Background: an optimization exercise with open tools, aiming at small area, a short achievable clock period and few clock cycles per item. Do not read the settings as production practice. The RTL was checked by simulation tests, not by an equivalence proof against the original design.

// hilo_unit_top
module hilo_unit_top (
    input  logic               clk,
    input  logic               rst,
    input  logic               op_valid,
    input  hilo_pkg::hilo_op_t op,
    input  hilo_pkg::word_t    rs_value,
    input  hilo_pkg::word_t    rt_value,
    output logic               div_busy,
    output logic               rd_valid,
    output hilo_pkg::word_t    rd_data
);
    logic [31:0] hi_q;
    logic [31:0] lo_q;
    logic [32:0] a_q;            
    logic [34:0] b_q;            
    logic [11:0] dig_q;          
    logic [1:0]  j_q;            
    logic        cin_q;          
    logic        aneg_q;         
    logic        qneg_q;
    logic        rneg_q;
    logic [63:0] s_q;
    logic [63:0] c_q;
    logic        busy_q;         
    logic        mul_q;          
    logic        first_q;        
    logic        setup_q;        
    logic        step_q;         
    logic [4:0]  cnt_q;          
    logic        wb_q;           
    logic        wbdiv_q;        
    logic        wbqn_q;         
    logic        wbrn_q;         
    logic        wbhi_q;         
    logic        wblo_q;         
    logic        wbsw_q;         
    logic        mvhi_q;         
    logic        mvlo_q;         
    logic acc;
    logic acc_mul;
    logic acc_div;
    logic acc_rd;
    logic op_sgn;
    assign acc      = op_valid && !div_busy && !rst;
    assign acc_mul  = acc && ((op[2:1] == 2'b00) || (op[2:1] == 2'b10));   
    assign acc_div  = acc && (op[2:1] == 2'b01);
    assign acc_rd   = acc && (op[2:1] == 2'b11);
    assign op_sgn   = !op[0];        
  ...
For scale: about 4600 cells after synthesis, roughly 0.038 mm2 of cells after synthesis.
clock: 9.0 ns
lec_check: 0
abc_clock_period_in_ps: 4300
cap_margin: 20
core_margin: 2
core_utilization: 40
gpl_timing_driven: 0
setup_slack_margin: 4.6
slew_margin: 20
run.sh (not shown) runs the stock make flow with config.mk's settings and CLKGATE_MAP_FILE= SYNTH_SCRIPT=/design/flow/synth_recipe.tcl, a recipe that flattens the netlist after the stock synthesis.
The first run ran to the end with no violations.
Testbench counts at the start, summed over its fixed seeds: cycles 6,524, items 4,660.
Change:
Settings changed: CTS_BUF_LIST from default to sky130_fd_sc_hd__clkbuf_8.
Effect: Worst hold slack barely changes; utilization drops by 0.26 points; sequential share of layout area is about the same; routed wire length stays flat.
Change:
Settings changed: CTS_BUF_LIST sky130_fd_sc_hd__clkbuf_8 to default, GPL_TIMING_DRIVEN 0 to default, SETUP_SLACK_MARGIN 4.6 to 4.7.
Effect: The changed run passed the timing, design-rule and antenna checks. Hold slack is about the same. Global-route usage falls by 2.3 points. Worst setup slack improves by 420 ps. Synthesized area does not change. Clock skew falls by 16 ps. Sequential share of layout area stays flat. Wire length falls by 5.8%. Non-clock buffer count falls by 180.
Change:
Settings changed: CTS_BUF_LIST from default to sky130_fd_sc_hd__clkbuf_8, SETUP_SLACK_MARGIN 4.7 to 4.6.
Core utilization shrinks by 0.95 points.
Synthesized cell count stays the same.
First-iteration DRC count is about the same.
Synthesized area stays the same.
Clock skew rose by 22 ps.
Non-clock buffer count falls by 53.
Setup slack improved by 34 ps.
Cell count stays flat.
Routed wire length drops by 2.6%.
Change:
Settings changed: SETUP_SLACK_MARGIN 4.6 to 4.5.
The changed run completed with no timing, DRC or antenna violations.
Design area goes down by 0.57%.
Critical path depth falls by 18.
Non-clock buffer count fell by 5.

alpha:
hilo_unit_top again, from the RTL that the note above started with.
// hilo_unit_top
module hilo_unit_top (
    input  logic               clk,
    input  logic               rst,
    input  logic               op_valid,
    input  hilo_pkg::hilo_op_t op,
    input  hilo_pkg::word_t    rs_value,
    input  hilo_pkg::word_t    rt_value,
    output logic               div_busy,
    output logic               rd_valid,
    output hilo_pkg::word_t    rd_data
);
    logic [31:0] hi_q;
    logic [31:0] lo_q;
    logic [32:0] a_q;            
    logic [34:0] b_q;            
    logic [11:0] dig_q;          
    logic [1:0]  j_q;            
    logic        cin_q;          
    logic        aneg_q;         
    logic        qneg_q;
    logic        rneg_q;
    logic [63:0] s_q;
    logic [63:0] c_q;
    logic        busy_q;         
    logic        mul_q;          
    logic        first_q;        
    logic        setup_q;        
    logic        step_q;         
  ...
Settings: LEC_CHECK=0, ABC_CLOCK_PERIOD_IN_PS=4300, CAP_MARGIN=20, CORE_MARGIN=2, CORE_UTILIZATION=40, SETUP_SLACK_MARGIN=4.6, SLEW_MARGIN=20; clock period 9.0 ns.
Testbench counts of alpha, summed over its fixed seeds: cycles 6,524, items 4,660.
Modified inputs, beta compared to alpha
Settings: swapping 4.6 for 4.5 in SETUP_SLACK_MARGIN.
[summary]
- In summary, beta completed successfully, with a layout that passed the timing, design-rule and antenna checks.
- Going from alpha to beta, final-layout fill cell count now sits lower, ratio of final minimum period to clock period picked up an extra 2.3 points, antenna diode instance count -1.

## port drivers added, routing unchanged
Ports are ideal in the flow. The routed layouts listed here were re-timed in OpenROAD. Step 1 sets driving cells, clkbuf_16 on the clock port and buf_2 on the other inputs (assumed; they add their load-dependent delay and slew). Step 2 moves the port delays by t, midway between the first and last clock arrival at a register: inputs arrive t later, outputs are due t later. That takes back most of the time a late clock gives input paths. Slacks: no drivers / after step 1 / after step 2; pairs: no drivers / after step 1.
run | t (ns) | setup WS [ns] | worst slew at a driven data input, ns
the first run of note 1 | 0.697 | 4.202 / 4.202 / 4.044 | 0.06
the second run of note 1 | 0.760 | 4.120 / 4.120 / 3.909 | 0.05
the third run of note 1 | 0.684 | 4.544 / 4.544 / 4.149 | 0.08
the fourth run of note 1 | 0.778 | 4.579 / 4.559 / 4.023 | 0.08
the fifth run of note 1 | 0.760 | 4.392 / 4.342 / 3.877 | 0.07
alpha | 0.687 | 4.603 / 4.568 / 4.119 | 0.08
beta | 0.674 | 4.399 / 4.332 / 3.977 | 0.08
After both steps setup and hold are still met in every run listed. The setup slack of the fourth run of note 1, which loses most, moves by -0.020 ns with the drivers and by -0.556 ns with both steps.
